What follows belongs to an exercise in optimizing a design on an open flow for small area, a short achievable clock period and few clock cycles; a production flow would make more cautious choices. RTL that was checked went through simulation tests only; none was proved equivalent to the original. Only the layout flow was run in runs 1 and 4 to 6; the RTL was not checked for function there. In run 6 the design's own scripts or RTL, not TritonCTS, make the clock network. The clock input has no modelled driver; a real chip could not lean on it and would need a root buffer or a full tree. Power and IR drop assume default switching activity.

File: design.v
`default_nettype none
package mpd_pkg;
  localparam int BYTE_W    = 8;
  localparam int NUM_SLOTS = 4;
  localparam int MEM_DEPTH = 64;
  localparam int HDR_LEN   = 20;
  typedef logic [BYTE_W-1:0]                byte_t;
  typedef logic [$clog2(NUM_SLOTS)-1:0]     slot_t;
  typedef logic [$clog2(MEM_DEPTH)-1:0]     addr_t;
  typedef logic [$clog2(MEM_DEPTH+1)-1:0]   len_t;
  typedef struct packed {
    logic  en;
    logic  first;
    logic  last;
    byte_t data;
  } wr_req_t;
  typedef struct packed {
    logic  en;
    slot_t slot;
    addr_t addr;
  } rd_req_t;
  typedef struct packed {
    logic  en;
    slot_t slot;
  } free_req_t;
  typedef struct packed {
    logic [47:0] dst_mac;
    logic [47:0] src_mac;
    logic [15:0] ether_type;
    logic [47:0] rest;
  } hdr_fields_t;
  typedef union packed {
    hdr_fields_t                fields;
    byte_t [0:HDR_LEN-1]        lanes;
  } hdr_u;
endpackage
`default_nettype wire
`default_nettype none
module mpd_top (
  input  wire logic           CLK,
  input  wire logic           RST_N,
  input  wire logic           rx_valid,
  input  wire mpd_pkg::byte_t rx_data,
  input  wire logic           rx_last,
  output logic                rx_ready,
  input  wire logic           fw_valid,
  input  wire logic           fw_safe,
  output logic                hdr_valid,
  output mpd_pkg::hdr_u       hdr,
  output logic                tx_valid,
  output mpd_pkg::byte_t      tx_data,
  output logic                tx_last
);
  localparam int AW    = 6;
  localparam int DEPTH = 1 << AW;
  localparam int FW    = 2;
  localparam int NFR   = 1 << FW;
  localparam int HL    = mpd_pkg::HDR_LEN;
  typedef logic [AW:0] ptr_t;
  typedef logic [FW:0] fptr_t;
  mpd_pkg::byte_t mem [DEPTH];
  logic           acc;
  logic           a_infr;      
  ptr_t           wp;          
  logic [4:0]     hcnt;
  logic [4:0]     hidx;
  assign acc  = rx_valid && rx_ready;
  assign hidx = a_infr ? hcnt : 5'd0;
  always_ff @(posedge CLK) begin
    if (acc)
      mem[wp[AW-1:0]] <= rx_data;
  end
  always_ff @(posedge CLK) begin
    for (int i = 0; i < HL; i++) begin
      if (acc && hidx == 5'(i))
        hdr.lanes[i] <= rx_data;
      else if (acc && !a_infr)
        hdr.lanes[i] <= '0;
    end
    if (acc)
      hcnt <= (hidx == 5'(HL)) ? hidx : hidx + 1'b1;
  end
  ptr_t  fq_end  [NFR];
  logic  fq_safe [NFR];
  fptr_t fwp;                  
  fptr_t fdp;                  
  fptr_t frp;                  
  always_ff @(posedge CLK) begin
    if (acc && rx_last)
      fq_end[fwp[FW-1:0]] <= wp + 1'b1;
    if (fw_valid)
      fq_safe[fdp[FW-1:0]] <= fw_safe;
  end
  ptr_t  rp;
  ptr_t  rp_n;
  ptr_t  cur_end;
  ptr_t  end_n;
  ptr_t  head_end;
  logic  head_safe;
  logic  head_rdy;
  logic  busy;
  logic  at_last;              
  logic  take;
  logic  start;
  logic  send;
  logic  drop;
  logic  last_byte;
  assign head_end  = fq_end[frp[FW-1:0]];
  assign head_safe = (fdp == frp) ? fw_safe : fq_safe[frp[FW-1:0]];
  assign head_rdy  = fdp != frp || fw_valid;
  assign take      = head_rdy && (!busy || at_last);
  assign start     = take && head_safe && !busy;
  assign send      = busy || start;
  assign drop      = take && !head_safe;
  assign last_byte = busy ? at_last : rp + 1'b1 == head_end;
  assign rp_n      = drop ? head_end : send ? rp + 1'b1 : rp;
  assign end_n     = (take && head_safe) ? head_end : cur_end;
  always_ff @(posedge CLK) begin
    tx_data <= mem[rp[AW-1:0]];
    cur_end <= end_n;
    at_last <= rp + 2'd2 == end_n;
  end
  ptr_t  used;
  fptr_t nfq;
  logic  a_infr_n;
  logic  room_byte;
  logic  room_frame;
  assign used       = wp - rp;
  assign nfq        = fwp - frp;
  assign a_infr_n   = acc ? !rx_last : a_infr;
  assign room_byte  = send || drop || !(used == ptr_t'(DEPTH) || (used == ptr_t'(DEPTH - 1) && acc));
  assign room_frame = take || !(nfq == fptr_t'(NFR) || (nfq == fptr_t'(NFR - 1) && acc && rx_last));
  always_ff @(posedge CLK or negedge RST_N) begin
    if (!RST_N) begin
      rx_ready  <= 1'b0;
      a_infr    <= 1'b0;
      wp        <= '0;
      hdr_valid <= 1'b0;
      fwp       <= '0;
      fdp       <= '0;
      frp       <= '0;
      rp        <= '0;
      busy      <= 1'b0;
      tx_valid  <= 1'b0;
      tx_last   <= 1'b0;
    end else begin
      rx_ready  <= room_byte && (a_infr_n || room_frame);
      a_infr    <= a_infr_n;
      if (acc)
        wp <= wp + 1'b1;
      if (acc && rx_last)
        fwp <= fwp + 1'b1;
      hdr_valid <= acc && rx_last;
      if (fw_valid)
        fdp <= fdp + 1'b1;
      if (take)
        frp <= frp + 1'b1;
      rp <= rp_n;
      if (take && head_safe)
        busy <= !(start && last_byte);
      else if (at_last)
        busy <= 1'b0;
      tx_valid <= send;
      tx_last  <= send && last_byte;
    end
  end
endmodule
`default_nettype wire
File: run.sh
#!/bin/bash
# synth_recipe.tcl (not shown) runs the flow's synth.tcl, then flattens the netlist and writes it again
# the make line also repeats each setting of config.mk as NAME=value (left out here)
make -C /OpenROAD-flow-scripts/flow DESIGN_CONFIG=/design/flow/config.mk WORK_HOME=/design/flow/orfs CLKGATE_MAP_FILE= SYNTH_SCRIPT=/design/flow/synth_recipe.tcl finish
File: config.mk
export PLATFORM = sky130hd
export DESIGN_NAME = mpd_top
export DESIGN_NICKNAME = mpd_top
export VERILOG_FILES = /design/flow/design.v
export SDC_FILE = /design/flow/constraint.sdc
export NUM_CORES = 4
export LEC_CHECK = 0
export CAP_MARGIN = 20
export CORE_MARGIN = 2
export CORE_UTILIZATION = 60
export CTS_BUF_LIST = sky130_fd_sc_hd__clkbuf_4 sky130_fd_sc_hd__clkbuf_8
export PLACE_DENSITY = 0.7
export SETUP_SLACK_MARGIN = 4.5
export SLEW_MARGIN = 20
File: constraint.sdc
create_clock -name core_clock -period 7.0 [get_ports {CLK}]
set_input_delay 1.4000 -clock core_clock [delete_from_list [all_inputs] [get_ports {CLK}]]
set_output_delay 1.4000 -clock core_clock [all_outputs]
set_load 0.01 [all_outputs]
==> run summary, run 1 <==
* Peak VDD IR at 226 uV
* Post-synthesis xor/xnor area fraction at 1.22%
* Core area at 0.0499 mm^2
* PwrDens at 406 mW/mm^2
* Clk Latency, worst-skew pair at 0.72 ns
* Register bit total from synthesis at 754
* Vias in the first global route at 17,300
* Largest net degree at the start of global routing at 85
* Min cycle time layout at 2.66 ns
* CTS Buffer Depth at 3
* DR vias at 17,100
* Final max-slew violation count at 0
* WL final at 76.9 mm
* CP max FO at 1
* Main combinational cell family by area after synthesis: multiplexers
* Top cell type's share of synthesized area at 70.7%
* Hold path start: cur_end[6]
* Max incr delay on CP at 0.39 ns
* Cells after synthesis at 1,637
* DIE AREA at 0.0520 mm^2
* Worst path arrival time at 1.26 ns
* Crit start category: register
* Simple-gate area share of the yosys netlist at 6.80%
* Seq/Total Area, Yosys at 74.2%
* Post-synthesis area per instance at 18.4 um^2
* Yosys cell types at 57
* Fin Setup TNS at 0 ns
* IO Count at 186
* Cell Area, Synth at 0.0301 mm^2
* Total CTS buffers at 117
* Worst setup path class: reg2out
* Worst Setup End Kind: output pin
* Critical path depth at 1
* Crit path buffers/inverters at 1
* Row count at 82
* Primary FF master, synth: edfxtp_1
* CTS root buf: clkbuf_8
* Slowest stage cell on the critical path: edfxtp_1
* Filler cell count at 2,987
* Post-Synth Adder-Cell Area at 1.13%
* Synthesis-to-layout area growth at 23.4%
* Seq pwr share at 38.6%
* Die height at 228 um
* Sw Share at 33.7%
* Capturing point of the worst reg2reg path: tx_data[2]
* Util after Layout at 74.5%
* Hold path endpoint: cur_end[6]
* Final setup violating endpoints at 0
* Gpl congestion at 0.783
* Share of cells above drive strength 1 at 40.7%
* Worst Path Required at 5.60 ns
* Post-cts hold buffer count at 0
* Crit-path leading delay family: flip-flops
* DR WL/cell at 27.9 um
* Detailed-placement wirelength estimate at 41.1 mm
* Clock transition at path regs at 0.06 ns
* P_leak at 13.4 nW
* Post-route DRC at 0
* PortBufs at 185
* Layout Skew at 0.0284 ns
* Ant diodes at 0
* Clock Power Share at 24.5%
* H-tree levels at 3
* Mux cell area share after synthesis at 12.9%
* Worst r2r src: rp[0]
* Final worst-path cycle share at 38.1%
* Combinational Power Share at 36.9%
* Post-DP Area at 0.0334 mm^2
* # nets final at 2,022
* P_int at 10.0 mW
* Warnings from Yosys at 1
* First-pass GRT wire length at 112 mm
* Initial antenna violation count at 0
* Final instance area at 0.0371 mm^2
* Iteration-0 DRC count of the detailed router at 1,837
* Synth area leader: edfxtp_1
* Unrepaired setup endpoints after global routing: true
* Reg2reg path depth at 6
* NetSw at 5.08 mW
* Total grt overflow at 0
* Syn nets at 1,677
* Post-DR vias/cell at 6.23
* Fin. Hold Viols at 0
* Slew margin rel. at 25.0%
* Post-synthesis compound-gate area fraction at 1.97%
* Setup slack, reg-to-reg at 4.34 ns
* Initial Utilization at 60.4%
* Reg area at 0.0224 mm^2
* Die width at 228 um
* Final ANT Viol Nets at 0
* Max Cap Viol at 0
* Tot GR Track Use at 29.7%
* Synth async-reset ratio at 3.85%
* Area contributors post-synth: edfxtp_1, mux4_2, and3_1
* Worst-path cell chain: buf_2
* TritonRoute pass-1 iters at 5
* Clk sinks at 754
* FMAX at 0.375 GHz
* CTS tree: yes
* Status: no timing/DRC/antenna violations
* Worst-Margin Slew at 1.13 ns
* Hold Path Class: reg2reg
* Number of synthesized flops with an enable pin at 709
* Hold Path Cell Cnt at 2
* Area of the multi-input gates at 0.00845 mm^2
synthesized netlist by cell type, types with 2 or more instances:
library cell and number:
nand3_1 19, mux4_2 144, dfrtp_1 29, or3_1 4, mux2i_1 39, xor2_1 15
o21a_1 3, or3b_2 2, o2bb2ai_1 7, nand2_1 72, ha_1 24, and2_1 4
dfxtp_1 16, o22ai_1 6, nand4_1 5, fa_1 2, or2_2 2, nand3b_1 5
a21oi_1 23, mux2_2 4, xnor2_1 27, buf_2 12, nor3b_1 2, nor2_1 87
and3_1 165, nor2b_1 3, a21boi_0 2, nor3_1 8, nand2b_1 4, buf_1 13
clkbuf_1 84, edfxtp_1 709, a211oi_1 3, nor4_1 3, o221ai_1 7, mux4_1 7
inv_2 2, inv_1 22, o21ai_0 34
flip-flops by register name (all words and copies together) (netlist names), 3 cells and up:
register / count
cur_end: 7
mem: 512
hcnt: 5
tx_data: 8
hdr: 160
frp: 3
fwp: 3
wp: 7
fq_safe: 4
rp: 7
fdp: 3
fq_end: 28
worst max-delay path by stage:
stage,startpoint,end
final,hdr[98],hdr[98]
after global routing,hdr[100],hdr[100]
after CTS,hdr[98],hdr[98]
after detailed placement,rx_valid,hdr[117]
after global placement,rx_valid,hdr[117]
after floorplan,fw_safe,at_last
placed cells by master (no fill, tap or decap), types with 18 or more instances in the layout:
cell	Yosys	layout
edfxtp_1	709	709
buf_2	12	168
and3_1	165	164
mux4_2	144	145
clkbuf_8	0	123
buf_4	1	84
nor2_4	0	67
buf_12	0	37
nand2_1	72	36
clkinv_1	1	36
mux2i_1	39	35
clkbuf_4	0	31
o21ai_0	34	26
xnor2_1	27	24
a21oi_1	23	21
ha_1	24	20
nor2_1	87	19
dfrtp_1	29	19
inv_1	22	18
layout make-up:
| cell class | instances | area share (%) |
|---|---|---|
| multi-input combinational | 752 | 22.7 |
| timing repair inverter | 1 | 0.0236 |
| inverter | 25 | 0.347 |
| sequential | 754 | 60.2 |
| clock buffer | 154 | 5.18 |
| clock inverter | 62 | 1.16 |
| tap | 672 | 2.26 |
| timing repair buffer | 331 | 8.06 |
power groups by stage:
stage | Combinational, mW | Sequential [mW] | Clock, mW
floorplan | 3.00 | 5.87 | 0
finish | 5.57 | 5.82 | 3.69
detailed placement | 4.40 | 6.02 | 0
CTS | 5.11 | 5.82 | 3.73
global placement | 4.34 | 6.01 | 0
global route | 5.86 | 5.86 | 3.94
timing repair:
item	in CTS	in global routing
gates cloned	17	4
endpoints found under the setup margin	1027	230
buffers inserted	79	29
resized for setup	779	74
pin swaps	42	24
tightest hold or removal path, stage by stage (launching register included):
cell and delay (ns):
dfxtp_1 0.32, mux2i_2 0.08, inv_1 0.05
stage by stage:
step,setup slack (ns),cells,hold WS [ns],power (mW)
global route,4.27,2751,0.488,15.7
detailed placement,2.89,2406,0.467,10.4
finish,4.34,2751,0.477,15.1
floorplan,3.98,1637,0.446,8.87
global placement,3.00,2406,0.463,10.3
CTS,4.28,2718,0.477,14.7
kinds of logic (layout without fill, tap and decap cells):
kind of cell | after synthesis | after routing
xor+xnor | 42 | 42
buf+inv | 136 | 573
compound gates | 93 | 93
mux | 195 | 195
flops | 754 | 754
fa+ha+maj | 26 | 26
simple gates | 391 | 396
routing by layer:
metal | vias to the layer above | wire (um) | share of wire (%) | global-route usage, %
li1 | 7231 | - | - | -
met1 | 8968 | 30700 | 40 | 42.3
met2 | 808 | 38200 | 50 | 47.2
met3 | 125 | 5910 | 7.7 | 6.13
met4 | 0 | 2050 | 2.7 | 8.95
met5 | - | 0 | 0 | 0
==> run 2: changes to the inputs <==
--- a/design.v
+++ b/design.v
@@ -70,12 +70,14 @@
     if (acc)
       mem[wp[AW-1:0]] <= rx_data;
   end
+  mpd_pkg::byte_t zd;
+  assign zd = a_infr ? rx_data : '0;
   always_ff @(posedge CLK) begin
-    for (int i = 0; i < HL; i++) begin
-      if (acc && hidx == 5'(i))
-        hdr.lanes[i] <= rx_data;
-      else if (acc && !a_infr)
-        hdr.lanes[i] <= '0;
+    if (acc && !a_infr)
+      hdr.lanes[0] <= rx_data;
+    for (int i = 1; i < HL; i++) begin
+      if (acc && (!a_infr || hcnt == 5'(i)))
+        hdr.lanes[i] <= zd;
     end
     if (acc)
       hcnt <= (hidx == 5'(HL)) ? hidx : hidx + 1'b1;
@@ -115,8 +117,17 @@
   assign last_byte = busy ? at_last : rp + 1'b1 == head_end;
   assign rp_n      = drop ? head_end : send ? rp + 1'b1 : rp;
   assign end_n     = (take && head_safe) ? head_end : cur_end;
+  logic [DEPTH-1:0] rsel;
+  mpd_pkg::byte_t   rd_byte;
+  always_comb begin
+    rd_byte = '0;
+    for (int j = 0; j < DEPTH; j++) begin
+      rsel[j] = rp[AW-1:0] == AW'(j);
+      rd_byte = rd_byte | (mem[j] & {8{rsel[j]}});
+    end
+  end
   always_ff @(posedge CLK) begin
-    tx_data <= mem[rp[AW-1:0]];
+    tx_data <= rd_byte;
     cur_end <= end_n;
     at_last <= rp + 2'd2 == end_n;
   end
--- a/config.mk
+++ b/config.mk
@@ -8,7 +8,9 @@
 export CAP_MARGIN = 20
 export CORE_MARGIN = 2
 export CORE_UTILIZATION = 60
-export CTS_BUF_LIST = sky130_fd_sc_hd__clkbuf_4 sky130_fd_sc_hd__clkbuf_8
+export CTS_BUF_LIST = sky130_fd_sc_hd__clkbuf_8 sky130_fd_sc_hd__clkbuf_16
+export CTS_CLUSTER_DIAMETER = 80
+export CTS_CLUSTER_SIZE = 30
 export PLACE_DENSITY = 0.7
 export SETUP_SLACK_MARGIN = 4.5
 export SLEW_MARGIN = 20
==> run summary, run 2 <==
* Worst Path Required at 7.48 ns (+1.88 ns)
* Reg area at 0.0224 mm^2 (about the same)
* Min cycle time layout at 2.80 ns (+0.133 ns)
* Final setup violating endpoints at 0 (unchanged)
* Crit start category: register
* Initial antenna violation count at 3 (+3)
* Sw Share at 34.6% (+0.88 points)
* Worst Setup End Kind: register
* Final setup margin at 4.20 ns (-0.133 ns)
* Row count at 78 (-4.9%)
* Worst path arrival time at 3.28 ns (+2.02 ns)
* Ant diodes at 0 (unchanged)
* Syn nets at 1,597 (-4.8%)
* # nets final at 1,970 (-2.6%)
* Yosys cell types at 57 (unchanged)
* CTS Buffer Depth at 3 (unchanged)
* Vias in the first global route at 17,400 (+0.21%)
* Final max-slew violation count at 0 (unchanged)
* Detailed-placement wirelength estimate at 70.6 mm (+72%)
* Area of the multi-input gates at 0.00781 mm^2 (-7.6%)
* CTS tree: yes
* Worst setup path class: reg2reg
* Die height at 219 um (-3.8%)
* TritonRoute pass-1 iters at 5 (unchanged)
* Gpl congestion at 1.05 (+34%)
* Synth area leader: edfxtp_1
* Max incr delay on CP at 0.56 ns (+0.17 ns)
* Synth async-reset ratio at 3.85% (unchanged)
* H-tree levels at 2 (-1)
* Total CTS buffers at 35 (-70%)
* Slowest stage cell on the critical path: or4_4
* P_leak at 11.9 nW (-11%)
* FMAX at 0.358 GHz (-4.8%)
* Register bit total from synthesis at 754 (unchanged)
* Max Cap Viol at 0 (unchanged)
* Worst-path cell chain: inv_4 -> ha_4 -> buf_12 -> nand2_8 -> nor2_2 -> buf_6 -> a22o_1 -> a221oi_4 -> nand4_1 -> or4_4
* DR WL/cell at 42.2 um (+51%)
* Max FFs per register at 512 (unchanged)
* Most common cell in the netlist: edfxtp_1
* Fin. Hold Viols at 0 (unchanged)
* Share of cells above drive strength 1 at 39.1% (-1.6 points)
* Post-route DRC at 0 (unchanged)
* Critical path depth at 10 (+9)
* Status: no timing/DRC/antenna violations
* PortBufs at 185 (unchanged)
* Combinational Power Share at 31.3% (-5.6 points)
* P_int at 7.81 mW (-22%)
* Unrepaired setup endpoints after global routing: true
* Post-DR vias/cell at 7.37 (+18%)
* Clock Power Share at 21.1% (-3.4 points)
* Post-synthesis area per instance at 17.9 um^2 (-2.8%)
* Tot GR Track Use at 44.8% (+15 points)
* Peak VDD IR at 387 uV (+71%)
* Iteration-0 DRC count of the detailed router at 3,581 (+95%)
* Final ANT Viol Nets at 0 (unchanged)
* CTS root buf: clkbuf_16
* Cells after synthesis at 1,557 (-4.9%)
* Reg2reg path depth at 10 (+4)
* Worst-Margin Slew at 1.01 ns (-0.119 ns)
* Seq pwr share at 47.6% (+9.0 points)
* Synthesis-to-layout area growth at 26.6%
* Dpl ws at 2.70 ns (-0.188 ns)
* Commonest cells in the netlist: edfxtp_1, nor2_1, a221oi_1, a22o_1, nand2_1
* Most frequent cells in the layout: edfxtp_1, buf_2, buf_4, a22o_1, nor2_4
* Hold Path Cell Cnt at 1 (-1)
* Clk Latency, worst-skew pair at 0.62 ns (-0.10 ns)
* Clk sinks at 754 (unchanged)
* Filler cell count at 2,407 (-19%)
* Initial Utilization at 61.1% (+0.69 points)
* Core area at 0.0456 mm^2 (-8.6%)
* Final worst-path cycle share at 40.0% (+1.9 points)
* DR vias at 18,800 (+9.7%)
* Largest net degree at the start of global routing at 51 (-40%)
* Number of synthesized flops with an enable pin at 709 (unchanged)
* Area contributors post-synth: edfxtp_1, a221oi_1, a22o_1
* IO Count at 186 (unchanged)
* NetSw at 4.12 mW (-19%)
* WL final at 108 mm (+40%)
* Layout Skew at 0.0196 ns (-0.00881 ns)
* Cell Area, Synth at 0.0278 mm^2 (-7.6%)
* Seq/Total Area, Yosys at 80.3% (+6.1 points)
* Clock transition at path regs at 0.10 ns (+0.04 ns)
* Primary FF master, synth: edfxtp_1
* Slew margin rel. at 32.9% (+8.0 points)
* Top cell type's share of synthesized area at 76.5% (+5.8 points)
* Hold Path Class: reg2reg
* PwrDens at 339 mW/mm^2 (-17%)
* Crit-path leading delay family: simple AND/OR/NAND/NOR gates
* Fin Setup TNS at 0 ns (unchanged)
* Commonest non-fill, non-tap cell in the layout: edfxtp_1
* DIE AREA at 0.0481 mm^2 (-7.4%)
* Post-cts hold buffer count at 0 (unchanged)
* First-pass GRT wire length at 143 mm (+28%)
* Total grt overflow at 0 (unchanged)
* Die width at 219 um (-3.8%)
* Warnings from Yosys at 1 (unchanged)
* CP max FO at 8 (+7)
* Crit path buffers/inverters at 3 (+2)
[run 2: metal layers]
metal	routed length [um]	vias up	track usage, %
li1	-	7101	-
met1	36100	9336	61.1
met2	46100	1981	63.7
met3	18700	370	18.2
met4	6790	6	20.3
met5	42	-	0.417
[run 2: logic make-up (layout without fill, tap and decap cells)]
family	count (synthesis)	after routing	share of synthesized area, %
simple gates	335	336	5.76
buf+inv	57	450	0.827
compound gates	323	323	9.40
mux	19	19	1.16
flops	754	754	80.3
xor+xnor	43	43	1.35
fa+ha+maj	26	26	1.22
[run 2: worst register-to-register path, stage by stage, from the launching register on]
cell and delay [ns]:
dfrtp_2 0.48, inv_4 0.08, ha_4 0.21, buf_12 0.14
nand2_8 0.08, nor2_2 0.07, buf_6 0.16, a22o_1 0.22
a221oi_4 0.37, nand4_1 0.29, or4_4 0.56
[run 2: repair_timing]
item,CTS,global route
setup endpoints to repair,870,294
pin swaps,89,53
resized for setup,1065,81
gates cloned,1,0
setup buffers,99,29
[run 2: final cells by class]
cell class / instances / share of cell area [%]
Clock buffer: 37 / 2.63
Clock inverter: 21 / 0.618
Inverter: 23 / 0.302
Multi-Input combinational cell: 747 / 22.2
Sequential cell: 754 / 63.5
Tap cell: 600 / 2.13
Timing Repair Buffer: 369 / 8.71
[run 2: final timing paths]
check                           startpoint          to  slack (ns)
max in group asynchronous            RST_N    rx_ready        5.50
worst max-delay path                 rp[1]  tx_data[1]        4.20
worst min-delay path            cur_end[0]  cur_end[0]        0.50
worst max register to register       rp[1]  tx_data[1]        4.20
worst min register to register  cur_end[0]  cur_end[0]        0.50
min in group asynchronous            RST_N      fdp[1]        1.18
[run 2: power groups by stage]
stage               Combinational [mW]  Clock (mW)  Sequential [mW]
global route                      3.80        2.64             5.71
global placement                  2.61           0             5.72
detailed placement                2.64           0             5.74
CTS                               3.27        2.49             5.65
floorplan                         1.55           0             5.64
finish                            3.74        2.52             5.68
[run 2: through the flow]
step	utilization, %	area, um^2	hold slack (ns)	total power, mW	cells
floorplan	-	28500	0.431	7.19	1557
global placement	68.6	31300	0.467	8.33	2364
detailed placement	68.6	31300	0.469	8.39	2364
CTS	75.8	34600	0.493	11.4	2522
global route	77.3	35200	0.523	12.1	2551
finish	77.3	35200	0.497	11.9	2551
Testbench counts of run 2, summed over its fixed seeds: cycles 45,939.
==> run 3: changes to the inputs <==
==> config.mk (replaced) <==
export PLATFORM = sky130hd
export DESIGN_NAME = mpd_top
export DESIGN_NICKNAME = mpd_top
export VERILOG_FILES = /design/flow/design.v
export SDC_FILE = /design/flow/constraint.sdc
export NUM_CORES = 4
export LEC_CHECK = 0
export CAP_MARGIN = 20
export CORE_MARGIN = 2
export CORE_UTILIZATION = 60
export CTS_BUF_LIST = sky130_fd_sc_hd__clkbuf_4 sky130_fd_sc_hd__clkbuf_8
export PLACE_DENSITY = 0.7
export SETUP_SLACK_MARGIN = 4.3
export SLEW_MARGIN = 20
==> run summary, run 3 <==
* Cells after synthesis at 1,557 (unchanged)
* Worst Path Required at 7.60 ns (+0.12 ns)
* Min cycle time layout at 2.80 ns (+0.00189 ns)
* Most frequent cells in the layout: edfxtp_1, buf_2, clkbuf_8, a22o_1, buf_4
* # nets final at 1,937 (-1.7%)
* Unrepaired setup endpoints after global routing: true
* WL final at 101 mm (-6.2%)
* PortBufs at 185 (unchanged)
* Clk Latency, worst-skew pair at 0.74 ns (+0.12 ns)
* Largest net degree at the start of global routing at 50 (-2.0%)
* Top cell type's share of synthesized area at 76.5% (unchanged)
* Post-DR vias/cell at 7.20 (-2.2%)
* Final worst-path cycle share at 40.0% (about the same)
* PwrDens at 365 mW/mm^2 (+7.7%)
* Worst path arrival time at 3.39 ns (+0.11 ns)
* Gpl congestion at 1.17 (+11%)
* Layout Skew at 0.0446 ns (+0.0250 ns)
* Clock transition at path regs at 0.06 ns (-0.04 ns)
* Primary FF master, synth: edfxtp_1
* Crit start category: register
* Commonest non-fill, non-tap cell in the layout: edfxtp_1
* Setup slack, reg-to-reg at 4.20 ns (about the same)
* Share of cells above drive strength 1 at 34.7% (-4.4 points)
* CTS Buffer Depth at 3 (unchanged)
* Final max-slew violation count at 0 (unchanged)
* Most common cell in the netlist: edfxtp_1
* FMAX at 0.357 GHz (about the same)
* Cell Area, Synth at 0.0278 mm^2 (unchanged)
* IO Count at 186 (unchanged)
* Iteration-0 DRC count of the detailed router at 3,532 (-1.4%)
* Max FFs per register at 512 (unchanged)
* Register bit total from synthesis at 754 (unchanged)
* Worst setup path class: reg2reg
* Initial antenna violation count at 2 (-1)
* Fin Setup TNS at 0 ns (unchanged)
* Final ANT Viol Nets at 0 (unchanged)
* Yosys cell types at 57 (unchanged)
* Die width at 219 um (unchanged)
* Synth area leader: edfxtp_1
* Peak VDD IR at 274 uV (-29%)
* Clk sinks at 754 (unchanged)
* Pwr Total at 12.3 mW (+3.5%)
* CP max FO at 8 (unchanged)
* P_leak at 11.5 nW (-3.7%)
* Hold Path Class: reg2reg
* Syn nets at 1,597 (unchanged)
* Worst Setup End Kind: register
* Detailed-placement wirelength estimate at 68.9 mm (-2.5%)
* Seq/Total Area, Yosys at 80.3% (unchanged)
* Total grt overflow at 0 (unchanged)
* Area contributors post-synth: edfxtp_1, a221oi_1, a22o_1
* Core area at 0.0456 mm^2 (unchanged)
* DR vias at 18,600 (-0.86%)
* Max Cap Viol at 0 (unchanged)
* Slew margin rel. at 14.1% (-19 points)
* Number of synthesized flops with an enable pin at 709 (unchanged)
* Total CTS buffers at 112 (+220%)
* H-tree levels at 3 (+1)
* First-pass GRT wire length at 137 mm (-4.3%)
* DR WL/cell at 39.1 um (-7.5%)
* Synth async-reset ratio at 3.85% (unchanged)
* TritonRoute pass-1 iters at 7 (+2)
* Post-synthesis area per instance at 17.9 um^2 (unchanged)
* Post-route DRC at 0 (unchanged)
* Worst-Margin Slew at 1.29 ns (+0.279 ns)
* Commonest cells in the netlist: edfxtp_1, nor2_1, a221oi_1, a22o_1, nand2_1
* Initial Utilization at 61.1% (unchanged)
* Row count at 78 (unchanged)
* Fin. Hold Viols at 0 (unchanged)
* CTS tree: yes
* DIE AREA at 0.0481 mm^2 (unchanged)
* Tot GR Track Use at 42.7% (-2.1 points)
* Die height at 219 um (unchanged)
* Status: no timing/DRC/antenna violations
* Warnings from Yosys at 1 (unchanged)
* Post-cts hold buffer count at 0 (unchanged)
* Final setup violating endpoints at 0 (unchanged)
* Synthesis-to-layout area growth at 21.6%
* Vias in the first global route at 17,200 (-0.99%)
* CTS root buf: clkbuf_8
[run 3: cell types whose count changed in the layout (fill, tap and decap cells not counted), sizes merged]
cell           previous run  this run
buf                     366       248
clkbuf                   37       175
clkdlybuf4s15             1         6
clkinv                   10        23
diode                     0         1
dlygate4sd2               0         1
inv                      29        25
nand2                    51        52
or2                       7         6
[run 3: final timing paths]
check,start,endpoint,cells past startpoint
max in group asynchronous,RST_N,rx_ready,2
min in group asynchronous,RST_N,fwp[0],2
hold reg to reg,cur_end[5],cur_end[5],1
setup reg to reg,rp[1],tx_data[4],8
setup / recovery,rp[1],tx_data[4],8
hold / removal,cur_end[5],cur_end[5],1
[run 3: layout make-up]
type | instances | area [um^2]
timing repair buffer | 259 | 1640
clock buffer | 173 | 2080
antenna | 1 | 2.50
inverter | 23 | 111
fill | 2731 | 11700
tap | 600 | 751
sequential | 754 | 22400
multi-input combinational | 747 | 6730
clock inverter | 30 | 181
[run 3: logic make-up (layout without fill, tap and decap cells)]
family          Yosys count  in the layout  share of synthesized area (%)
mux                      19             19                           1.16
compound gates          323            323                           9.40
other cells               0              1                              0
fa+ha+maj                26             26                           1.22
xor+xnor                 43             43                           1.35
buf+inv                  57            485                          0.827
flops                   754            754                           80.3
simple gates            335            336                           5.76
[run 3: per-layer routing]
metal  up-vias  GRT usage, %  share of wire [%]
met4         4          18.4                5.7
met3       382          21.9                 18
met1      9221          57.9                 35
met5         -             0              0.027
li1       7075             -                  -
met2      1951          58.2                 41
[run 3: report_power, final]
part	leakage [nW]	switching, mW	internal, mW
clock	1.21	1.67	1.93
sequential	6.93	0.297	5.38
combinational	3.34	2.00	1.07
total	11.5	3.97	8.38
[run 3: repair_timing]
item / 4_1_cts / 5_1_grt
pin swaps: 8 / 19
cloned: 1 / 0
setup endpoints to repair: 798 / 58
resized for setup: 927 / 80
setup buffers: 24 / 10
[run 3: metrics by stage]
stage / cell area, um^2 / hold WS [ns] / utilization, % / instances / setup WS (ns)
after floorplan: 28000 / 0.431 / - / 1557 / 3.94
after global placement: 30700 / 0.466 / 67.4 / 2348 / 2.58
after detailed placement: 30700 / 0.466 / 67.4 / 2348 / 2.55
after CTS: 33400 / 0.483 / 73.2 / 2576 / 4.18
after global routing: 33800 / 0.491 / 74.3 / 2586 / 4.19
final: 33800 / 0.481 / 74.3 / 2587 / 4.20
[run 3: worst max-delay path: stages (launching register included)]
cell	delay [ns]
dfrtp_2	0.42
inv_2	0.11
ha_4	0.21
nand3_2	0.14
nor2_2	0.16
a22o_1	0.31
a221oi_1	0.67
nand4_1	0.20
or4_4	0.45
==> run 4: changes to the inputs <==
--- a/design.v
+++ b/design.v
@@ -117,13 +117,30 @@
   assign last_byte = busy ? at_last : rp + 1'b1 == head_end;
   assign rp_n      = drop ? head_end : send ? rp + 1'b1 : rp;
   assign end_n     = (take && head_safe) ? head_end : cur_end;
-  logic [DEPTH-1:0] rsel;
-  mpd_pkg::byte_t   rd_byte;
+  localparam int GW = AW / 2;
+  localparam int NG = 1 << GW;
+  logic [NG-1:0]  rs_lo;       
+  logic [NG-1:0]  rs_hi;       
+  mpd_pkg::byte_t grp [NG];
+  mpd_pkg::byte_t rd_byte;
   always_comb begin
     rd_byte = '0;
-    for (int j = 0; j < DEPTH; j++) begin
-      rsel[j] = rp[AW-1:0] == AW'(j);
-      rd_byte = rd_byte | (mem[j] & {8{rsel[j]}});
+    for (int g = 0; g < NG; g++) begin
+      grp[g] = '0;
+      for (int i = 0; i < NG; i++)
+        grp[g] = grp[g] | (mem[g*NG+i] & {8{rs_lo[i]}});
+      rd_byte = rd_byte | (grp[g] & {8{rs_hi[g]}});
+    end
+  end
+  always_ff @(posedge CLK or negedge RST_N) begin
+    if (!RST_N) begin
+      rs_lo <= NG'(1);
+      rs_hi <= NG'(1);
+    end else begin
+      for (int i = 0; i < NG; i++) begin
+        rs_lo[i] <= rp_n[GW-1:0] == GW'(i);
+        rs_hi[i] <= rp_n[AW-1:GW] == GW'(i);
+      end
     end
   end
   always_ff @(posedge CLK) begin
==> config.mk (replaced) <==
export PLATFORM = sky130hd
export DESIGN_NAME = mpd_top
export DESIGN_NICKNAME = mpd_top
export VERILOG_FILES = /design/flow/design.v
export SDC_FILE = /design/flow/constraint.sdc
export NUM_CORES = 4
export LEC_CHECK = 0
export CAP_MARGIN = 20
export CORE_MARGIN = 2
export CORE_UTILIZATION = 70
export CTS_BUF_LIST = sky130_fd_sc_hd__clkbuf_16
export CTS_CLUSTER_DIAMETER = 100
export CTS_CLUSTER_SIZE = 24
export PLACE_DENSITY = 0.8
export SETUP_SLACK_MARGIN = 4.4
export SLEW_MARGIN = 20
==> run summary, run 4 <==
* Status: no timing/DRC/antenna violations
* WL met3 at 8.17 mm (-56%)
* DP Cell Count at 2,286 (-2.6%)
* CTS root buf: clkbuf_16
* Primary FF master, synth: edfxtp_1
* Final ANT Viol Nets at 0 (unchanged)
* Area of the multi-input gates at 0.00609 mm^2 (-9.5%)
* Core area at 0.0399 mm^2 (-12%)
* CTS tree: yes
* Number of synthesized flops with an enable pin at 709 (unchanged)
* DR vias at 16,500 (-11%)
* TritonRoute pass-1 iters at 5 (-2)
* Warnings from Yosys at 2 (+1)
* Slew margin rel. at 31.1% (+17 points)
* Crit path buffers/inverters at 1 (unchanged)
* Post-cts hold buffer count at 0 (unchanged)
* Detailed-placement wirelength estimate at 42.3 mm (-39%)
* Hold Path Class: reg2reg
* # nets final at 1,870 (-3.5%)
* DIE AREA at 0.0422 mm^2 (-12%)
* First-pass GRT wire length at 105 mm (-24%)
* Crit start category: register
* Worst-path cell chain: buf_6
* Routed metal-1 wirelength at 25.9 mm (-26%)
* Post-route DRC at 0 (unchanged)
* Peak VDD IR at 411 uV (+50%)
* Most common cell in the netlist: edfxtp_1
* Post-DR vias/cell at 6.93 (-3.7%)
* Most frequent cells in the layout: edfxtp_1, a22oi_1, buf_2, nand4_1, nor2_4
* Share of cells above drive strength 1 at 23.3% (-11 points)
* Final setup violating endpoints at 0 (unchanged)
* Area contributors post-synth: edfxtp_1, a22oi_1, dfrtp_1
* PortBufs at 185 (unchanged)
* CTS Buffer Depth at 3 (unchanged)
* Seq/Total Area, Yosys at 80.0% (-0.28 points)
* Util after Layout at 80.7% (+6.4 points)
* Row count at 73 (-6.4%)
* FMAX at 0.386 GHz (+8.2%)
* Clk sinks at 770 (+2.1%)
* Worst Path Required at 5.60 ns (-2.00 ns)
* Syn nets at 1,686 (+5.6%)
* Total CTS buffers at 38 (-66%)
* Max incr delay on CP at 0.47 ns (-0.20 ns)
* IO Count at 186 (unchanged)
* Initial antenna violation count at 1 (-1)
* Worst setup path class: reg2out
* Vias in the first global route at 15,900 (-7.2%)
* Fin. Hold Viols at 0 (unchanged)
* Commonest non-fill, non-tap cell in the layout: edfxtp_1
* Synth area leader: edfxtp_1
* Reg area at 0.0228 mm^2 (+1.9%)
* Total grt overflow at 0 (unchanged)
* Fin Setup TNS at 0 ns (unchanged)
* Worst path arrival time at 1.19 ns (-2.20 ns)
* Synthesis-to-layout area growth at 13.3%
* Commonest cells in the netlist: edfxtp_1, a22oi_1, nor2_1, nand4_1, clkbuf_1
* Post-synthesis area per instance at 17.2 um^2 (-3.5%)
* Layout Cells excl Fill at 2,383 (-7.9%)
* Clk Latency, worst-skew pair at 0.59 ns (-0.15 ns)
* Layout Skew at 0.0233 ns (-0.0213 ns)
* WL final at 71.4 mm (-29%)
* Top cell type's share of synthesized area at 74.9% (-1.6 points)
* Filler cell count at 2,032 (-26%)
* Largest net degree at the start of global routing at 67 (+34%)
* Die height at 206 um (-6.3%)
* Worst-Margin Slew at 1.03 ns (-0.255 ns)
* DR WL/cell at 30.0 um (-23%)
* H-tree levels at 2 (-1)
* Cells after synthesis at 1,649 (+5.9%)
* Final worst-path cycle share at 37.0% (-3.0 points)
* Die width at 206 um (-6.3%)
* Iteration-0 DRC count of the detailed router at 2,330 (-34%)
* Yosys cell types at 59 (+3.5%)
* Final max-slew violation count at 0 (unchanged)
* Max FFs per register at 512 (unchanged)
* PwrDens at 351 mW/mm^2 (-3.8%)
* Slowest stage cell on the critical path: dfrtp_2
* Register bit total from synthesis at 770 (+2.1%)
* Min cycle time layout at 2.59 ns (-0.212 ns)
* Unrepaired setup endpoints after global routing: true
* Clock transition at path regs at 0.10 ns (+0.04 ns)
* Cell Area, Synth at 0.0284 mm^2 (+2.2%)
* Initial Utilization at 71.2% (+10 points)
* Synth async-reset ratio at 5.84% (+2.0 points)
* Wire length on met2 at 35.0 mm (-16%)
* Worst Setup End Kind: output pin
* Tot GR Track Use at 34.6% (-8.1 points)
* Max Cap Viol at 0 (unchanged)
* CP max FO at 2 (-6)
* Gpl congestion at 0.915 (-22%)
* Crit-path leading delay family: flip-flops
* P_leak at 10.6 nW (-7.5%)
* Pwr Total at 11.3 mW (-8.4%)
* Top Layer Used: met4
==> run 4: cell types whose count changed in the layout (fill, tap and decap cells not counted), sizes merged, moves of 40 or more <==
cell	previous run	this run
nor2	151	107
a22oi	20	288
buf	248	203
clkbuf	175	62
a22o	118	0
a221oi	118	0
nand4	35	75
==> run 4: where the power goes <==
group | total, mW | internal, mW | switching, mW
Clock | 2.43 | 1.07 | 1.36
Combinational | 3.06 | 1.07 | 1.99
Sequential | 5.82 | 5.48 | 0.344
==> run 4: cell families after synthesis <==
logic type	Yosys count	share of synthesized area (%)
flip-flops	770	80.0
AO/OA/AOI/OAI	360	9.24
AND/OR/NAND/NOR	309	5.55
buffers and inverters	118	1.61
XOR/XNOR	51	1.57
adder cells (fa/ha/maj)	23	1.07
multiplexers	18	0.960
==> run 4: layout make-up <==
class | count | area share, %
multi-input cells | 761 | 18.9
clock inverters | 22 | 0.338
clock buffers | 41 | 3.19
inverters | 29 | 0.373
well taps | 525 | 2.04
diodes | 2 | 0.0155
repair buffers | 233 | 4.47
flip-flops and latches | 770 | 70.7
==> run 4: timing repair <==
action,in CTS,in global routing
resized for setup,692,72
endpoints found under the setup margin,909,210
pin swaps,14,8
cloned,0,0
setup buffers,19,13
==> run 4: worst paths after layout <==
path                       startpoint  endpoint  depth (start not counted)  slack [ns]
max reg2reg                    frp[0]   at_last                          7        4.42
max in group asynchronous       RST_N    frp[1]                          1        5.74
min reg2reg                    fwp[2]    fwp[2]                          1        0.49
min                            fwp[2]    fwp[2]                          1        0.49
max                          rx_ready  rx_ready                          1        4.41
min in group asynchronous       RST_N  rs_lo[5]                          1        0.81
==> run 4: layer usage <==
metal | track usage (%) | vias up
met5 | 0 | -
met4 | 11.3 | 0
met3 | 6.98 | 155
met2 | 55.5 | 1151
met1 | 48.8 | 8304
li1 | - | 6916
==> run 4: stage by stage <==
step	cell area [um^2]	setup WS, ns	hold slack (ns)
after global routing	32200	4.28	0.513
after global placement	31100	3.11	0.459
final	32200	4.41	0.489
after CTS	32300	4.39	0.490
after floorplan	28900	3.91	0.439
after detailed placement	31100	3.07	0.470
==> run 5: changes to the inputs <==
--- a/design.v
+++ b/design.v
@@ -93,34 +93,44 @@
     if (fw_valid)
       fq_safe[fdp[FW-1:0]] <= fw_safe;
   end
-  ptr_t  rp;
-  ptr_t  rp_n;
-  ptr_t  cur_end;
-  ptr_t  end_n;
-  ptr_t  head_end;
-  logic  head_safe;
-  logic  head_rdy;
-  logic  busy;
-  logic  at_last;              
-  logic  take;
-  logic  start;
-  logic  send;
-  logic  drop;
-  logic  last_byte;
-  assign head_end  = fq_end[frp[FW-1:0]];
-  assign head_safe = (fdp == frp) ? fw_safe : fq_safe[frp[FW-1:0]];
-  assign head_rdy  = fdp != frp || fw_valid;
-  assign take      = head_rdy && (!busy || at_last);
-  assign start     = take && head_safe && !busy;
-  assign send      = busy || start;
-  assign drop      = take && !head_safe;
-  assign last_byte = busy ? at_last : rp + 1'b1 == head_end;
-  assign rp_n      = drop ? head_end : send ? rp + 1'b1 : rp;
-  assign end_n     = (take && head_safe) ? head_end : cur_end;
   localparam int GW = AW / 2;
   localparam int NG = 1 << GW;
-  logic [NG-1:0]  rs_lo;       
-  logic [NG-1:0]  rs_hi;       
+  ptr_t          rp;
+  ptr_t          rp1;
+  ptr_t          cur_end;
+  ptr_t          head_end;
+  logic          busy;
+  logic          at_last;      
+  logic [NG-1:0] rs_lo;        
+  logic [NG-1:0] rs_hi;        
+  logic          dnz;          
+  logic          qsafe;
+  logic          can_take;
+  logic          l1_head;      
+  logic          eq_head;
+  logic          eq_cur;
+  assign rp1      = rp + 1'b1;
+  assign head_end = fq_end[frp[FW-1:0]];
+  assign dnz      = fdp != frp;
+  assign qsafe    = fq_safe[frp[FW-1:0]];
+  assign can_take = !busy || at_last;
+  assign l1_head  = rp1 == head_end;
+  assign eq_head  = rp + 2'd2 == head_end;
+  assign eq_cur   = rp + 2'd2 == cur_end;
+  function automatic logic [NG-1:0] onehot(input logic [GW-1:0] v);
+    onehot = '0;
+    onehot[v] = 1'b1;
+  endfunction
+  logic head_safe;
+  logic take;
+  logic ts;                    
+  logic drop;                  
+  logic send;
+  assign head_safe = dnz ? qsafe : fw_safe;
+  assign take      = (dnz || fw_valid) && can_take;
+  assign ts        = take && head_safe;
+  assign drop      = take && !head_safe;
+  assign send      = busy || ts;
   mpd_pkg::byte_t grp [NG];
   mpd_pkg::byte_t rd_byte;
   always_comb begin
@@ -132,32 +142,31 @@
       rd_byte = rd_byte | (grp[g] & {8{rs_hi[g]}});
     end
   end
-  always_ff @(posedge CLK or negedge RST_N) begin
-    if (!RST_N) begin
-      rs_lo <= NG'(1);
-      rs_hi <= NG'(1);
-    end else begin
-      for (int i = 0; i < NG; i++) begin
-        rs_lo[i] <= rp_n[GW-1:0] == GW'(i);
-        rs_hi[i] <= rp_n[AW-1:GW] == GW'(i);
-      end
-    end
-  end
   always_ff @(posedge CLK) begin
     tx_data <= rd_byte;
-    cur_end <= end_n;
-    at_last <= rp + 2'd2 == end_n;
+    cur_end <= ts ? head_end : cur_end;
+    at_last <= ts ? eq_head : eq_cur;
   end
   ptr_t  used;
   fptr_t nfq;
+  logic  full_b;               
+  logic  near_b;               
+  logic  full_f;
+  logic  near_f;
+  logic  adv;                  
   logic  a_infr_n;
   logic  room_byte;
   logic  room_frame;
   assign used       = wp - rp;
   assign nfq        = fwp - frp;
+  assign full_b     = used == ptr_t'(DEPTH);
+  assign near_b     = used == ptr_t'(DEPTH - 1);
+  assign full_f     = nfq == fptr_t'(NFR);
+  assign near_f     = nfq == fptr_t'(NFR - 1);
+  assign adv        = busy || dnz || fw_valid;
   assign a_infr_n   = acc ? !rx_last : a_infr;
-  assign room_byte  = send || drop || !(used == ptr_t'(DEPTH) || (used == ptr_t'(DEPTH - 1) && acc));
-  assign room_frame = take || !(nfq == fptr_t'(NFR) || (nfq == fptr_t'(NFR - 1) && acc && rx_last));
+  assign room_byte  = adv || !(full_b || (near_b && acc));
+  assign room_frame = take || !(full_f || (near_f && acc && rx_last));
   always_ff @(posedge CLK or negedge RST_N) begin
     if (!RST_N) begin
       rx_ready  <= 1'b0;
@@ -168,6 +177,8 @@
       fdp       <= '0;
       frp       <= '0;
       rp        <= '0;
+      rs_lo     <= NG'(1);
+      rs_hi     <= NG'(1);
       busy      <= 1'b0;
       tx_valid  <= 1'b0;
       tx_last   <= 1'b0;
@@ -183,13 +194,18 @@
         fdp <= fdp + 1'b1;
       if (take)
         frp <= frp + 1'b1;
-      rp <= rp_n;
-      if (take && head_safe)
-        busy <= !(start && last_byte);
-      else if (at_last)
-        busy <= 1'b0;
+      if (drop) begin
+        rp    <= head_end;
+        rs_lo <= onehot(head_end[GW-1:0]);
+        rs_hi <= onehot(head_end[AW-1:GW]);
+      end else if (send) begin
+        rp    <= rp1;
+        rs_lo <= onehot(rp1[GW-1:0]);
+        rs_hi <= onehot(rp1[AW-1:GW]);
+      end
+      busy     <= ts ? (busy || !l1_head) : (busy && !at_last);
       tx_valid <= send;
-      tx_last  <= send && last_byte;
+      tx_last  <= busy ? at_last : (ts && l1_head);
     end
   end
 endmodule
==> run summary, run 5 <==
* P_int at 7.79 mW (+2.2%)
* Clock Power Share at 20.2% (-1.3 points)
* Worst path arrival time at 3.03 ns (+1.84 ns)
* Most common cell in the netlist: edfxtp_1
* IO Count at 186 (unchanged)
* Busiest grt layer: met2
* Final max-slew violation count at 0 (unchanged)
* Fin. Hold Viols at 0 (unchanged)
* Critical Path Start: rs_lo[4]
* Clk sinks at 770 (unchanged)
* Row count at 74 (+1.4%)
* Detailed-placement wirelength estimate at 44.5 mm (+5.3%)
* Final ANT Viol Nets at 0 (unchanged)
* Worst Path Required at 7.39 ns (+1.79 ns)
* Layout Skew at 0.0187 ns (-0.00459 ns)
* Final worst-path cycle share at 37.7% (+0.77 points)
* NetSw at 3.98 mW (+7.9%)
* Max Cap Viol at 0 (unchanged)
* Met1 Resource Use GR at 50.3% (+1.4 points)
* Worst r2r src: rs_lo[4]
* Worst-Margin Slew at 1.03 ns (+0.00459 ns)
* Setup slack, reg-to-reg at 4.36 ns (-0.06 ns)
* Slowest stage cell on the critical path: dfrtp_2
* H-tree levels at 2 (unchanged)
* Syn nets at 1,769 (+4.9%)
* Post-DR vias/cell at 7.02 (+1.2%)
* Sw Share at 33.9% (+1.2 points)
* FMAX at 0.379 GHz (-2.0%)
* DIE AREA at 0.0431 mm^2 (+2.1%)
* Fin Setup TNS at 0 ns (unchanged)
* Met3 usage at 6.75% (-0.24 points)
* TritonRoute pass-1 iters at 6 (+1)
* Max incr delay on CP at 0.58 ns (+0.11 ns)
* Min cycle time layout at 2.64 ns (+0.0536 ns)
* DR vias at 17,300 (+4.7%)
* Cell Area, Synth at 0.0290 mm^2 (+2.1%)
* Final setup margin at 4.36 ns (-0.0536 ns)
* Yosys cell types at 65 (+10%)
* Filler cell count at 2,209 (+8.7%)
* Vias in the first global route at 16,700 (+4.5%)
* Worst Setup End Kind: register
* Util after Layout at 80.1% (-0.57 points)
* Initial antenna violation count at 1 (unchanged)
* Worst setup path class: reg2reg
* Synthesis-to-layout area growth at 12.9%
* Commonest cells in the netlist: edfxtp_1, a22oi_1, nor2_1, clkbuf_1, nand4_1
* Clk Latency, worst-skew pair at 0.58 ns (about the same)
* Top cell type's share of synthesized area at 74.1% (-0.84 points)
* Register bit total from synthesis at 770 (unchanged)
* Pwr Total at 11.8 mW (+4.1%)
* CTS Buffer Depth at 3 (unchanged)
* Die height at 208 um (+1.0%)
* Seq/Total Area, Yosys at 78.6% (-1.4 points)
* Number of synthesized flops with an enable pin at 716 (+0.99%)
* Hold Path Class: reg2reg
* Total CTS buffers at 38 (unchanged)
* Peak VDD IR at 291 uV (-29%)
* Unrepaired setup endpoints after global routing: true
* # nets final at 1,951 (+4.3%)
* Die width at 208 um (+1.0%)
* Tot GR Track Use at 34.3% (-0.35 points)
* Slew margin rel. at 31.0% (-0.098 points)
* WL final at 73.7 mm (+3.3%)
* Capturing point of the worst reg2reg path: tx_data[3]
* Post-synthesis area per instance at 16.8 um^2 (-2.6%)
* PortBufs at 185 (unchanged)
* Primary FF master, synth: edfxtp_1
* Clock transition at path regs at 0.09 ns (about the same)
* P_leak at 10.8 nW (+2.2%)
* CTS tree: yes
* Core area at 0.0409 mm^2 (+2.5%)
* DR WL/cell at 29.9 um (-0.17%)
* Post-cts hold buffer count at 0 (unchanged)
* CTS root buf: clkbuf_16
* Synth area leader: edfxtp_1
* Gpl congestion at 1.05 (+14%)
* Combinational Power Share at 29.5% (+2.5 points)
* Cells after synthesis at 1,729 (+4.9%)
* First-pass GRT wire length at 109 mm (+4.3%)
* Initial Utilization at 70.9% (-0.27 points)
* Seq pwr share at 50.3% (-1.2 points)
* GR Layer Usage met2 at 54.1% (-1.4 points)
* Dpl ws at 2.84 ns (-0.224 ns)
* CP max FO at 47 (+45)
* Commonest non-fill, non-tap cell in the layout: edfxtp_1
* Reg2reg path depth at 5 (-2)
* Share of cells above drive strength 1 at 22.1% (-1.2 points)
* Iteration-0 DRC count of the detailed router at 2,311 (-0.82%)
* Post-route DRC at 0 (unchanged)
* Critical Path End: tx_data[3]
* Total grt overflow at 0 (unchanged)
* Warnings from Yosys at 2 (unchanged)
* Crit start category: register
* Max FFs per register at 512 (unchanged)
* Ant diodes at 0 (-2)
* Area contributors post-synth: edfxtp_1, a22oi_1, dfrtp_1
* Synth async-reset ratio at 5.84% (unchanged)
* Status: no timing/DRC/antenna violations
* Most frequent cells in the layout: edfxtp_1, a22oi_1, buf_2, nand4_1, buf_4
* Final setup violating endpoints at 0 (unchanged)
* Largest net degree at the start of global routing at 67 (unchanged)
* Worst-path cell chain: buf_4 -> a22oi_1 -> nand4_1 -> a22oi_1 -> nand4_1
* PwrDens at 359 mW/mm^2 (+2.2%)
## run 5: changes by cell type in the layout (fill, tap and decap cells not counted), moves of 12 or more
cell      before  now
a21oi_1       10   26
buf_4         41   54
clkbuf_2      20    5
o21ai_0       10   22
nor2_4        59   43
nor2_2         7   19
## run 5: cells by family after synthesis
| group | synth area share (%) |
|---|---|
| buffers and inverters | 1.77 |
| XOR/XNOR | 1.77 |
| adder cells (fa/ha/maj) | 1.17 |
| multiplexers | 0.983 |
| flip-flops | 78.6 |
| AND/OR/NAND/NOR | 6.13 |
| AO/OA/AOI/OAI | 9.61 |
## run 5: layout make-up
| type | instances | area [um^2] | share of cell area [%] |
|---|---|---|---|
| well taps | 532 | 666 | 2.03 |
| flip-flops and latches | 770 | 22800 | 69.6 |
| clock buffers | 39 | 976 | 2.98 |
| multi-input cells | 830 | 6540 | 20.0 |
| inverters | 26 | 110 | 0.336 |
| clock inverters | 23 | 118 | 0.359 |
| repair buffers | 245 | 1550 | 4.72 |
## run 5: critical path, delay by kind of cell, from the launching register on
family | cells | cell delay, ns
compound gates | 2 | 0.81
buf+inv | 1 | 0.42
flops | 1 | 0.58
simple gates | 2 | 0.58
## run 5: worst min-delay path by stage
stage | from | end | slack, ns | cells past startpoint
2_1_floorplan | fwp[2] | fwp[2] | 0.46 | 1
3_3_place_gp | fwp[2] | fwp[2] | 0.47 | 1
3_5_place_dp | fwp[2] | fwp[2] | 0.48 | 1
4_1_cts | fwp[2] | fwp[2] | 0.50 | 1
5_1_grt | fwp[2] | fwp[2] | 0.51 | 1
6_report | fwp[2] | fwp[2] | 0.50 | 1
## run 5: timing repair
item,4_1_cts,5_1_grt
buffers inserted,26,13
resized for setup,721,54
gates cloned,1,1
endpoints found under the hold margin,0,0
endpoints found under the setup margin,891,212
pin swaps,15,7
## run 5: metal layers
metal	wire, um	share of wire [%]	vias up
met5	0	0	-
met4	2170	2.9	0
met3	9080	12	159
met2	35100	48	1368
met1	27400	37	8533
li1	-	-	7245
## run 5: stage by stage
stage	cell area, um^2	cells	hold slack, ns
global route	32800	2465	0.508
detailed placement	31700	2362	0.483
CTS	32700	2451	0.498
global placement	31700	2362	0.475
finish	32800	2465	0.499
floorplan	29500	1729	0.460
## run 5: power groups by stage
stage / registers [mW] / logic, mW / clock network [mW]
floorplan: 5.86 / 2.14 / 0
global placement: 6.01 / 3.16 / 0
detailed placement: 6.03 / 3.24 / 0
CTS: 5.91 / 3.31 / 2.38
global route: 5.96 / 3.72 / 2.52
finish: 5.92 / 3.47 / 2.38
==> run 6: changes to the inputs <==
==> flow/run.sh (new file) <==
#!/bin/bash
# The standard layout (the standard.sh), with the clock tree built by flow/cts_hook.tcl
# instead of TritonCTS. ORFS keeps each step's log under orfs/logs; make's own output goes
# to standard.log.
set -euo pipefail
export PRE_CTS_TCL="$PWD/flow/cts_hook.tcl"
bash standard.sh > standard.log 2>&1
==> flow/cts_hook.tcl (new file) <==
# Sourced by ORFS's cts.tcl before clock_tree_synthesis (PRE_CTS_TCL). Builds a balanced
# two-level clock tree (4 root buffers on the clock port, 32 leaf buffers, equal register
# shares per leaf) and turns the following clock_tree_synthesis call into a no-op.
source [file join [file dirname [info script]] mytree.tcl]
mytree_build 4 8 2 2 sky130_fd_sc_hd__clkbuf_16
set_propagated_clock [all_clocks]
rename clock_tree_synthesis ""
proc clock_tree_synthesis {args} {
  puts "clock tree built by cts_hook.tcl"
}
==> flow/mytree.tcl (new file) <==
# Two-level clock tree: the clock port drives NROOT root buffers, each root drives the
# leaf buffers of one part of the core, each leaf drives an equal share of the registers.
proc mytree_build {ncol nrow rcol rrow bufname} {
  set db [ord::get_db]
  set block [ord::get_db_block]
  set master [$db findMaster $bufname]
  set clk [$block findNet CLK]
  # Register clock pins on the clock net
  set sinks {}
  foreach it [$clk getITerms] {
    set inst [$it getInst]
    set bb [$inst getBBox]
    set x [expr {([$bb xMin] + [$bb xMax]) / 2}]
    set y [expr {([$bb yMin] + [$bb yMax]) / 2}]
    lappend sinks [list $x $y $it]
  }
  set n [llength $sinks]
  puts "mytree: $n sinks, $ncol x $nrow leaves, $rcol x $rrow roots"
  # Columns by x, then rows by y inside each column, equal counts
  set sinks [lsort -integer -index 0 $sinks]
  set leaves {}
  for {set c 0} {$c < $ncol} {incr c} {
    set a [expr {$c * $n / $ncol}]
    set b [expr {($c + 1) * $n / $ncol - 1}]
    set col [lsort -integer -index 1 [lrange $sinks $a $b]]
    set m [llength $col]
    for {set r 0} {$r < $nrow} {incr r} {
      set a2 [expr {$r * $m / $nrow}]
      set b2 [expr {($r + 1) * $m / $nrow - 1}]
      lappend leaves [list $c $r [lrange $col $a2 $b2]]
    }
  }
  # Root buffers
  set roots {}
  for {set i 0} {$i < $rcol * $rrow} {incr i} {
    set rnet [odb::dbNet_create $block "clknet_root_$i"]
    $rnet setSigType CLOCK
    set rinst [odb::dbInst_create $block $master "clkbuf_root_$i"]
    [$rinst findITerm A] connect $clk
    [$rinst findITerm X] connect $rnet
    lappend roots [list $rinst $rnet 0 0 0]
  }
  set li 0
  foreach lf $leaves {
    lassign $lf c r group
    set sx 0; set sy 0
    foreach s $group { incr sx [lindex $s 0]; incr sy [lindex $s 1] }
    set k [llength $group]
    set cx [expr {$sx / $k}]; set cy [expr {$sy / $k}]
    set ri [expr {($c * $rcol / $ncol) * $rrow + ($r * $rrow / $nrow)}]
    lassign [lindex $roots $ri] rinst rnet rx ry rk
    set lnet [odb::dbNet_create $block "clknet_leaf_$li"]
    $lnet setSigType CLOCK
    set linst [odb::dbInst_create $block $master "clkbuf_leaf_$li"]
    [$linst findITerm A] connect $rnet
    [$linst findITerm X] connect $lnet
    $linst setLocation $cx $cy
    $linst setPlacementStatus PLACED
    foreach s $group {
      set it [lindex $s 2]
      $it disconnect
      $it connect $lnet
    }
    lset roots $ri [list $rinst $rnet [expr {$rx + $cx}] [expr {$ry + $cy}] [expr {$rk + 1}]]
    incr li
  }
  foreach rt $roots {
    lassign $rt rinst rnet rx ry rk
    $rinst setLocation [expr {$rx / $rk}] [expr {$ry / $rk}]
    $rinst setPlacementStatus PLACED
  }
}
==> standard.sh (new file) <==
#!/bin/bash
# synth_recipe.tcl (not shown) runs the flow's synth.tcl, then flattens the netlist and writes it again
# the make line also repeats each setting of config.mk as NAME=value (left out here)
make -C /OpenROAD-flow-scripts/flow DESIGN_CONFIG=/design/flow/config.mk WORK_HOME=/design/flow/orfs CLKGATE_MAP_FILE= SYNTH_SCRIPT=/design/flow/synth_recipe.tcl "${@:-finish}"
--- a/config.mk
+++ b/config.mk
@@ -12,5 +12,5 @@
 export CTS_CLUSTER_DIAMETER = 100
 export CTS_CLUSTER_SIZE = 24
 export PLACE_DENSITY = 0.8
-export SETUP_SLACK_MARGIN = 4.4
+export SETUP_SLACK_MARGIN = 4.6
 export SLEW_MARGIN = 20
removed: run.sh
==> run summary, run 6 <==
* Status: no timing/DRC/antenna violations
* Hold path endpoint: fwp[2]
* Max Cap Viol at 0 (unchanged)
* Vias in the first global route at 17,100 (+2.6%)
* Util after Layout at 83.1% (+2.9 points)
* Post-DR vias/cell at 7.13 (+1.6%)
* Min cycle time layout at 2.66 ns (+0.0185 ns)
* Hold Path Class: reg2reg
* DR vias at 17,900 (+3.3%)
* Cells after synthesis at 1,729 (unchanged)
* Peak VDD IR at 397 uV (+37%)
* P_leak at 11.2 nW (+3.3%)
* Clk Latency, worst-skew pair at 0.39 ns (-0.19 ns)
* DIE AREA at 0.0431 mm^2 (unchanged)
* WL met3 at 9.19 mm (+1.2%)
* Tot GR Track Use at 34.4% (+0.11 points)
* Initial Utilization at 70.9% (unchanged)
* DR WL/cell at 30.5 um (+1.9%)
* Worst-Margin Slew at 0.980 ns (-0.0543 ns)
* Crit-path leading delay family: buffers and inverters
* IO Count at 186 (unchanged)
* Max incr delay on CP at 0.36 ns (-0.22 ns)
* Yosys cell types at 65 (unchanged)
* Commonest cells in the netlist: edfxtp_1, a22oi_1, nor2_1, clkbuf_1, nand4_1
* Routed metal-1 wirelength at 27.2 mm (-0.60%)
* Share of cells above drive strength 1 at 28.1% (+6.0 points)
* Seq/Total Area, Yosys at 78.6% (unchanged)
* Top Layer Used: met5
* Die height at 208 um (unchanged)
* Synth async-reset ratio at 5.84% (unchanged)
* Worst path arrival time at 2.97 ns (-0.06 ns)
* TritonRoute pass-1 iters at 6 (unchanged)
* Final setup violating endpoints at 0 (unchanged)
* Core area at 0.0409 mm^2 (unchanged)
* Cell Area, Synth at 0.0290 mm^2 (unchanged)
* Crit start category: primary input
* Worst-path cell chain: buf_12 -> buf_8 -> nand2b_4 -> nor4_4 -> buf_4 -> o21ai_4 -> buf_12 -> mux2_4 -> nand2b_4 -> o21ai_2
* Final ANT Viol Nets at 0 (unchanged)
* Most common cell in the netlist: edfxtp_1
* Detailed-placement wirelength estimate at 44.0 mm (-1.3%)
* Row count at 74 (unchanged)
* # nets final at 2,018 (+3.4%)
* Clock transition at path regs at 0.10 ns (about the same)
* Total grt overflow at 0 (unchanged)
* Wire length on met2 at 37.3 mm (+6.1%)
* Commonest non-fill, non-tap cell in the layout: edfxtp_1
* Post-cts hold buffer count at 0 (unchanged)
* Die width at 208 um (unchanged)
* Unrepaired setup endpoints after global routing: true
* Hold Path Cell Cnt at 1 (unchanged)
* Hold path start: fwp[2]
* Most frequent cells in the layout: edfxtp_1, a22oi_1, buf_2, nand4_1, buf_4
* Gpl congestion at 0.893 (-15%)
* Fin. Hold Viols at 0 (unchanged)
* Slowest stage cell on the critical path: mux2_4
* Post-DP Area at 0.0321 mm^2 (+1.2%)
* Slew margin rel. at 34.7% (+3.6 points)
* PortBufs at 185 (unchanged)
* Synth area leader: edfxtp_1
* Syn nets at 1,769 (unchanged)
* Iteration-0 DRC count of the detailed router at 2,801 (+21%)
* Fin Setup TNS at 0 ns (unchanged)
* Final worst-path cycle share at 38.0% (+0.26 points)
* Initial antenna violation count at 1 (unchanged)
* Setup slack, reg-to-reg at 4.39 ns (+0.03 ns)
* Worst setup path class: in2reg
* WL final at 76.5 mm (+3.7%)
* Post-route DRC at 0 (unchanged)
* Reg2reg path depth at 8 (+3)
* Crit path buffers/inverters at 4 (+3)
* Worst Path Required at 7.31 ns (-0.08 ns)
* Number of synthesized flops with an enable pin at 716 (unchanged)
* CP max FO at 7 (-85%)
* Worst r2r src: frp[1]
* Area contributors post-synth: edfxtp_1, a22oi_1, dfrtp_1
* Worst Setup End Kind: register
* Pwr Total at 12.1 mW (+2.8%)
* PwrDens at 356 mW/mm^2 (-0.84%)
* FMAX at 0.376 GHz (-0.70%)
* Final instance area at 0.0340 mm^2 (+3.6%)
* Warnings from Yosys at 2 (unchanged)
* Max FFs per register at 512 (unchanged)
* Post-synthesis area per instance at 16.8 um^2 (unchanged)
* Top cell type's share of synthesized area at 74.1% (unchanged)
* Layout Skew at 0.0258 ns (+0.00711 ns)
* Ant diodes at 0 (unchanged)
* Final max-slew violation count at 0 (unchanged)
* Largest net degree at the start of global routing at 67 (unchanged)
* Register bit total from synthesis at 770 (unchanged)
* Synthesis-to-layout area growth at 17.1%
* Capturing point of the worst reg2reg path: rs_hi[5]
* First-pass GRT wire length at 111 mm (+1.8%)
* Primary FF master, synth: edfxtp_1
==> run 6: cell counts after synthesis <==
No cell type changed its count.
==> run 6: worst max-delay path by stage <==
stage / cells past startpoint / to / start / slack, ns
final: 10 / rs_hi[5] / fw_valid / 4.34
after global placement: 5 / mem[61][0] / rx_valid / 2.76
after floorplan: 5 / mem[40][0] / rx_valid / 4.04
after detailed placement: 5 / mem[53][3] / rx_valid / 2.65
after CTS: 7 / at_last / fw_valid / 4.36
after global routing: 7 / at_last / fw_safe / 4.29
==> run 6: logic make-up (layout without fill, tap and decap cells) <==
logic type | after synthesis | count (layout) | share of synthesized area [%]
AO/OA/AOI/OAI | 391 | 392 | 9.61
XOR/XNOR | 54 | 54 | 1.77
adder cells (fa/ha/maj) | 26 | 26 | 1.17
buffers and inverters | 131 | 376 | 1.77
flip-flops | 770 | 770 | 78.6
multiplexers | 18 | 18 | 0.983
AND/OR/NAND/NOR | 339 | 340 | 6.13
==> run 6: stage by stage <==
step	setup WS (ns)	cells	hold slack (ns)
6_report	4.34	2508	0.494
5_1_grt	4.29	2508	0.515
4_1_cts	4.36	2479	0.492
3_5_place_dp	2.65	2361	0.475
3_3_place_gp	2.76	2361	0.473
2_1_floorplan	4.04	1729	0.460
==> run 6: layer usage <==
layer,up-vias,global-route usage (%)
met3,197,5.22
met1,8887,49.9
met5,-,0
met2,1434,56.3
met4,2,8.56
li1,7361,-
==> run 6: layout make-up <==
type | instances | area [um^2]
tap | 532 | 666
sequential | 770 | 22800
fill | 1961 | 6940
inverter | 26 | 121
timing repair inverter | 1 | 8.76
buffer | 36 | 901
timing repair buffer | 313 | 2490
multi-input combinational | 830 | 6960
==> run 6: power by group <==
part / internal (mW) / switching [mW] / leakage, nW
Combinational: 1.46 / 2.51 / 3.63
Sequential: 5.55 / 0.374 / 7.13
Clock: 0.927 / 1.27 / 0.444
==> run 6: timing repair <==
item,in CTS,in global routing
gates cloned,3,2
setup endpoints to repair,1050,333
gates resized for setup,675,141
pin swaps,45,34
buffers inserted,79,27

[port drivers added, routing unchanged]
In the flow no input, the clock included, has a driving cell. The finished layouts below were timed again as built, in two steps.
Step 1, drivers: a clkbuf_16 drives CLK and a buf_2 each remaining input, both assumed.
Step 2 times the ports against the registers' clock, not the clock port: input delays grow and output delays shrink by t, the midpoint of the rising clock arrivals with the driver on.
Slacks: ideal / step 1 / step 2; pairs: ideal / step 1.
run	shift t [ns]	setup WS [ns]	hold WS [ns]	worst setup path at the end	cell pins on the clock port's net
run 1	0.761	4.336 / 4.282 / 3.638	0.477 / 0.477 / 0.477	input to register	1
run 2	0.666	4.203 / 4.203 / 3.629	0.497 / 0.497 / 0.497	input to register	1
run 3	0.780	4.201 / 4.173 / 3.606	0.481 / 0.481 / 0.481	input to register	1
run 4	0.635	4.413 / 4.354 / 3.892	0.489 / 0.489 / 0.489	input to register	1
run 5	0.639	4.359 / 4.354 / 3.812	0.499 / 0.499 / 0.499	input to register	1
run 6	0.506	4.340 / 4.389 / 3.909	0.494 / 0.494 / 0.494	input to register	4
After both steps setup and hold are still met in every run listed. For run 1, which loses most, drivers alone change the setup slack by -0.054 ns; drivers and shift together by -0.698 ns.
